Context: an optimization exercise on an open-source flow, tuned for small area and a short achievable clock period. The choices shown serve that exercise and are no tape-out recipe.
Power and IR drop assume default switching activity.

==> module controller_datapath, before the edit <==
module controller_datapath #(
  parameter int NREG   = 16,
  parameter int SDEPTH = 16
) (
  input  logic        clk,
  input  logic        reset,
  input  logic [15:0] isr,
  input  logic        stall,
  output logic [15:0] pcout,
  output logic [15:0] tos,
  output logic        halted,
  output logic        err
);
  localparam int DW  = controller_datapath_pkg::DATA_W;
  localparam int SPW = $clog2(SDEPTH + 1);
  logic [3:0]    op, fa, fb, fc, fab;
  logic          is_halt, is_alu, is_sub, is_jmp, is_beqz, is_ldi;
  logic          is_push, is_pushr, is_pop, is_sadd, regw;
  logic [DW-1:0] regs [NREG];
  logic [NREG-1:0] rvalid, nz, slot_ok;
  logic [DW-1:0] arr [SDEPTH-2];
  logic [DW-1:0] tos_q, nos_q;
  logic [SPW-1:0] sp;
  logic          p_v;
  logic [3:0]    p_dst;
  logic          k_as, k_sub, k_and, k_or, k_xor, k_pass;
  logic [DW-1:0] p_x, p_y, p_res;
  logic          res_zero;
  logic [DW-1:0] rd1, rd2, thd_val, x_in, push_val, pc_seq, pc_next;
  logic          fwd1, fwd2, fwd_a, a_zero, nz_a;
  logic          run, sp_empty, sp_full, sp_ge2, push_ok, pop_ok, sadd_ok, stk_err;
  function automatic logic [DW-1:0] fast_add(input logic [DW-1:0] a,
                                             input logic [DW-1:0] b,
                                             input logic          cin);
    logic [DW-1:0] g, p, gg, pp;
    g  = a & b;
    p  = a ^ b;
    gg = g;
    pp = p;
    gg[0] = g[0] | (p[0] & cin);
    for (int d = 1; d < DW; d = d * 2)
      for (int i = DW - 1; i >= d; i--) begin
        gg[i] = gg[i] | (pp[i] & gg[i-d]);
        pp[i] = pp[i] & pp[i-d];
      end
    fast_add = p ^ {gg[DW-2:0], cin};
  endfunction
  assign op = isr[15:12];
  assign fa = isr[11:8];
  assign fb = isr[7:4];
  assign fc = isr[3:0];
  cd_control u_ctrl (
    .op      (op),
    .is_halt (is_halt),
    .is_alu  (is_alu),
    .is_sub  (is_sub),
    .is_jmp  (is_jmp),
    .is_beqz (is_beqz),
    .is_ldi  (is_ldi),
    .is_push (is_push),
    .is_pushr(is_pushr),
    .is_pop  (is_pop),
    .is_sadd (is_sadd)
  );
  assign regw = is_alu || is_ldi || is_pop;
  always_comb begin
    logic [DW-1:0] y, hs, cz;
    y     = p_y ^ {DW{k_sub}};
    hs    = p_x ^ y;
    p_res = ({DW{k_as}}   & fast_add(p_x, y, k_sub))
          | ({DW{k_and}}  & (p_x & p_y))
          | ({DW{k_or}}   & (p_x | p_y))
          | ({DW{k_xor}}  & hs)
          | ({DW{k_pass}} & p_x);
    cz       = hs ^ {(p_x[DW-2:0] | y[DW-2:0]), k_sub};
    res_zero = (k_as   && cz == '0)
            || (k_and  && (p_x & p_y) == '0)
            || (k_or   && (p_x | p_y) == '0)
            || (k_xor  && hs == '0)
            || (k_pass && p_x == '0);
  end
  always_comb
    for (int i = 0; i < NREG; i++)
      slot_ok[i] = rvalid[i] && !(p_v && p_dst == 4'(i));
  assign fab  = op[3] ? fa : fb;
  assign fwd1 = p_v && (p_dst == fab);
  assign fwd2 = p_v && (p_dst == fc);
  assign fwd_a = p_v && (p_dst == fa);
  always_comb begin
    rd1  = fwd1 ? p_res : '0;
    rd2  = fwd2 ? p_res : '0;
    nz_a = 1'b0;
    for (int i = 0; i < NREG; i++) begin
      if (fab == 4'(i) && slot_ok[i]) rd1 = rd1 | regs[i];
      if (fc  == 4'(i) && slot_ok[i]) rd2 = rd2 | regs[i];
      if (fa  == 4'(i)) nz_a = nz[i];
    end
  end
  assign a_zero = fwd_a ? res_zero : !nz_a;
  always_comb begin
    thd_val = '0;
    for (int i = 0; i < SDEPTH - 2; i++)
      if (sp == SPW'(i + 3)) thd_val = thd_val | arr[i];
  end
  assign sp_empty = (sp == '0);
  assign sp_full  = sp[SPW-1];
  assign sp_ge2   = (sp[SPW-1:1] != '0);
  assign push_ok  = is_push && !sp_full;
  assign pop_ok   = is_pop && !sp_empty;
  assign sadd_ok  = is_sadd && sp_ge2;
  assign stk_err  = (is_push && sp_full) || (is_pop && sp_empty) || (is_sadd && !sp_ge2);
  assign x_in     = is_pop ? tos_q : (is_ldi ? {8'h00, isr[7:0]} : rd1);
  assign push_val = is_pushr ? rd1 : {4'h0, isr[11:0]};
  assign pc_seq  = is_jmp ? {4'h0, isr[11:0]} : (is_halt ? pcout : pcout + 16'd1);
  assign pc_next = (is_beqz && a_zero) ? {8'h00, isr[7:0]} : pc_seq;
  assign run = !halted && !stall;
  assign tos = tos_q;
  always_ff @(posedge clk or posedge reset) begin
    if (reset) begin
      pcout  <= '0;
      sp     <= '0;
      halted <= 1'b0;
      err    <= 1'b0;
      tos_q  <= '0;
      nos_q  <= '0;
      rvalid <= '0;
      nz     <= '0;
      p_v    <= 1'b0;
    end else begin
      p_v <= run && regw;
      if (p_v) begin
        rvalid[p_dst] <= 1'b1;
        nz[p_dst]     <= !res_zero;
      end
      if (run) begin
        pcout <= pc_next;
        if (is_halt) halted <= 1'b1;
        if (stk_err) err <= 1'b1;
        if (push_ok) begin
          tos_q <= push_val;
          nos_q <= tos_q;
          sp    <= sp + SPW'(1);
        end
        if (pop_ok) begin
          tos_q <= nos_q;
          nos_q <= thd_val;
          sp    <= sp - SPW'(1);
        end
        if (sadd_ok) begin
          tos_q <= fast_add(tos_q, nos_q, 1'b0);
          nos_q <= thd_val;
          sp    <= sp - SPW'(1);
        end
      end
    end
  end
  always_ff @(posedge clk) begin
    p_dst  <= fa;
    k_as   <= is_alu && (op[2:0] == 3'd1 || op[2:0] == 3'd2);
    k_sub  <= is_sub;
    k_and  <= is_alu && op[2:0] == 3'd3;
    k_or   <= is_alu && op[2:0] == 3'd4;
    k_xor  <= is_alu && op[2:0] == 3'd5;
    k_pass <= !is_alu;
    p_x    <= x_in;
    p_y    <= rd2;
    if (p_v) regs[p_dst] <= p_res;
    if (push_ok && run)
      for (int i = 0; i < SDEPTH - 2; i++)
        if (sp == SPW'(i + 2)) arr[i] <= nos_q;
  end
endmodule
==> flow/config.mk <==
export PLATFORM = sky130hd
export DESIGN_NAME = controller_datapath
export DESIGN_NICKNAME = controller_datapath
export VERILOG_FILES = /design/flow/design.v
export SDC_FILE = /design/flow/constraint.sdc
export NUM_CORES = 4
export LEC_CHECK = 0
export CAP_MARGIN = 20
export CORE_MARGIN = 2
export CORE_UTILIZATION = 40
export SETUP_SLACK_MARGIN = 4.0
export SLEW_MARGIN = 20
export TNS_END_PERCENT = 0
==> flow/constraint.sdc <==
create_clock -name core_clock -period 7.5 [get_ports {clk}]
set_input_delay 1.5000 -clock core_clock [delete_from_list [all_inputs] [get_ports {clk}]]
set_output_delay 1.5000 -clock core_clock [all_outputs]
set_load 0.01 [all_outputs]
standard.sh (not shown) runs the stock make flow with config.mk's settings and CLKGATE_MAP_FILE= SYNTH_SCRIPT=/design/flow/synth_recipe.tcl, a recipe that flattens the netlist after the stock synthesis.
==> flow/flow/run.sh <==
#!/bin/bash
# Standard ORFS layout, with gate sizing free to change a cell's footprint
# and plain buffers on the ports.
set -euo pipefail
bash standard.sh MATCH_CELL_FOOTPRINT=0 "BUFFER_PORTS_ARGS=-buffer_cell sky130_fd_sc_hd__buf_2" finish > standard.log 2>&1
Rerun with:
--- a/flow/design.v
+++ b/flow/design.v
@@ -69,6 +69,6 @@
   logic [DW-1:0] regs [NREG];
   logic [NREG-1:0] rvalid, nz, slot_ok;
-  logic [DW-1:0] arr [SDEPTH-2];
-  logic [DW-1:0] tos_q, nos_q;
+  logic [DW-1:0] arr [SDEPTH-1];
+  logic [DW-1:0] tos_q;
   logic [SPW-1:0] sp;
   logic          p_v;
@@ -77,23 +77,7 @@
   logic [DW-1:0] p_x, p_y, p_res;
   logic          res_zero;
-  logic [DW-1:0] rd1, rd2, thd_val, x_in, push_val, pc_seq, pc_next;
+  logic [DW-1:0] rd1, rd2, sec_val, x_in, push_val, pc_seq, pc_next;
   logic          fwd1, fwd2, fwd_a, a_zero, nz_a;
   logic          run, sp_empty, sp_full, sp_ge2, push_ok, pop_ok, sadd_ok, stk_err;
-  function automatic logic [DW-1:0] fast_add(input logic [DW-1:0] a,
-                                             input logic [DW-1:0] b,
-                                             input logic          cin);
-    logic [DW-1:0] g, p, gg, pp;
-    g  = a & b;
-    p  = a ^ b;
-    gg = g;
-    pp = p;
-    gg[0] = g[0] | (p[0] & cin);
-    for (int d = 1; d < DW; d = d * 2)
-      for (int i = DW - 1; i >= d; i--) begin
-        gg[i] = gg[i] | (pp[i] & gg[i-d]);
-        pp[i] = pp[i] & pp[i-d];
-      end
-    fast_add = p ^ {gg[DW-2:0], cin};
-  endfunction
   assign op = isr[15:12];
   assign fa = isr[11:8];
@@ -118,5 +102,5 @@
     y     = p_y ^ {DW{k_sub}};
     hs    = p_x ^ y;
-    p_res = ({DW{k_as}}   & fast_add(p_x, y, k_sub))
+    p_res = ({DW{k_as}}   & (p_x + y + DW'(k_sub)))
           | ({DW{k_and}}  & (p_x & p_y))
           | ({DW{k_or}}   & (p_x | p_y))
@@ -149,7 +133,7 @@
   assign a_zero = fwd_a ? res_zero : !nz_a;
   always_comb begin
-    thd_val = '0;
-    for (int i = 0; i < SDEPTH - 2; i++)
-      if (sp == SPW'(i + 3)) thd_val = thd_val | arr[i];
+    sec_val = '0;
+    for (int i = 0; i < SDEPTH - 1; i++)
+      if (sp == SPW'(i + 2)) sec_val = sec_val | arr[i];
   end
   assign sp_empty = (sp == '0);
@@ -173,5 +157,4 @@
       err    <= 1'b0;
       tos_q  <= '0;
-      nos_q  <= '0;
       rvalid <= '0;
       nz     <= '0;
@@ -189,15 +172,12 @@
         if (push_ok) begin
           tos_q <= push_val;
-          nos_q <= tos_q;
           sp    <= sp + SPW'(1);
         end
         if (pop_ok) begin
-          tos_q <= nos_q;
-          nos_q <= thd_val;
+          tos_q <= sec_val;
           sp    <= sp - SPW'(1);
         end
         if (sadd_ok) begin
-          tos_q <= fast_add(tos_q, nos_q, 1'b0);
-          nos_q <= thd_val;
+          tos_q <= tos_q + sec_val;
           sp    <= sp - SPW'(1);
         end
@@ -217,6 +197,6 @@
     if (p_v) regs[p_dst] <= p_res;
     if (push_ok && run)
-      for (int i = 0; i < SDEPTH - 2; i++)
-        if (sp == SPW'(i + 2)) arr[i] <= nos_q;
+      for (int i = 0; i < SDEPTH - 1; i++)
+        if (sp == SPW'(i + 1)) arr[i] <= tos_q;
   end
 endmodule
Utilization goes up by 0.52 points.
Total power came out lower by 2.4%.
Clock power shrinks by about 4%.
Area after synthesis went down by 0.45%.
First-iteration DRC count goes down by 21%.
Wire length went down by 1.4%.
Critical path depth went up by 4.
Worst setup slack got worse by 370 ps.
Combinational power barely changes.
Die area fell by 0.44%.
Clock skew fell by 6.3 ps.
Via count drops by 0.89%.
Global-route usage hardly moves.
Cell area goes up by 0.92%.
Function was not checked in any run of this note: the RTL went through the layout flow alone.

-- static timing again, ports no longer ideal --
No port has a modelled driver above. Below, the same layouts with a new extraction and two added sets of constraints.
Step 1, drivers: a clkbuf_16 drives clk and a buf_2 each remaining input, both assumed.
Step 2, shift: input delay + t, output delay - t, t = (earliest + latest rising clock arrival at the registers) / 2. This alone moves slack from input paths to output paths.
Slacks: ideal ports / drivers / drivers and shift; pairs: ideal ports / drivers.
run	t, ns	slack for setup (ns)	worst setup path at the end
the first run	0.693	3.895 / 3.939 / 3.247	input to register
the second run	0.695	3.524 / 3.524 / 2.993	input to register
After both steps setup and hold are still met in every run listed. For the first run, which loses most, drivers alone change the setup slack by +0.044 ns; drivers and shift together by -0.648 ns.
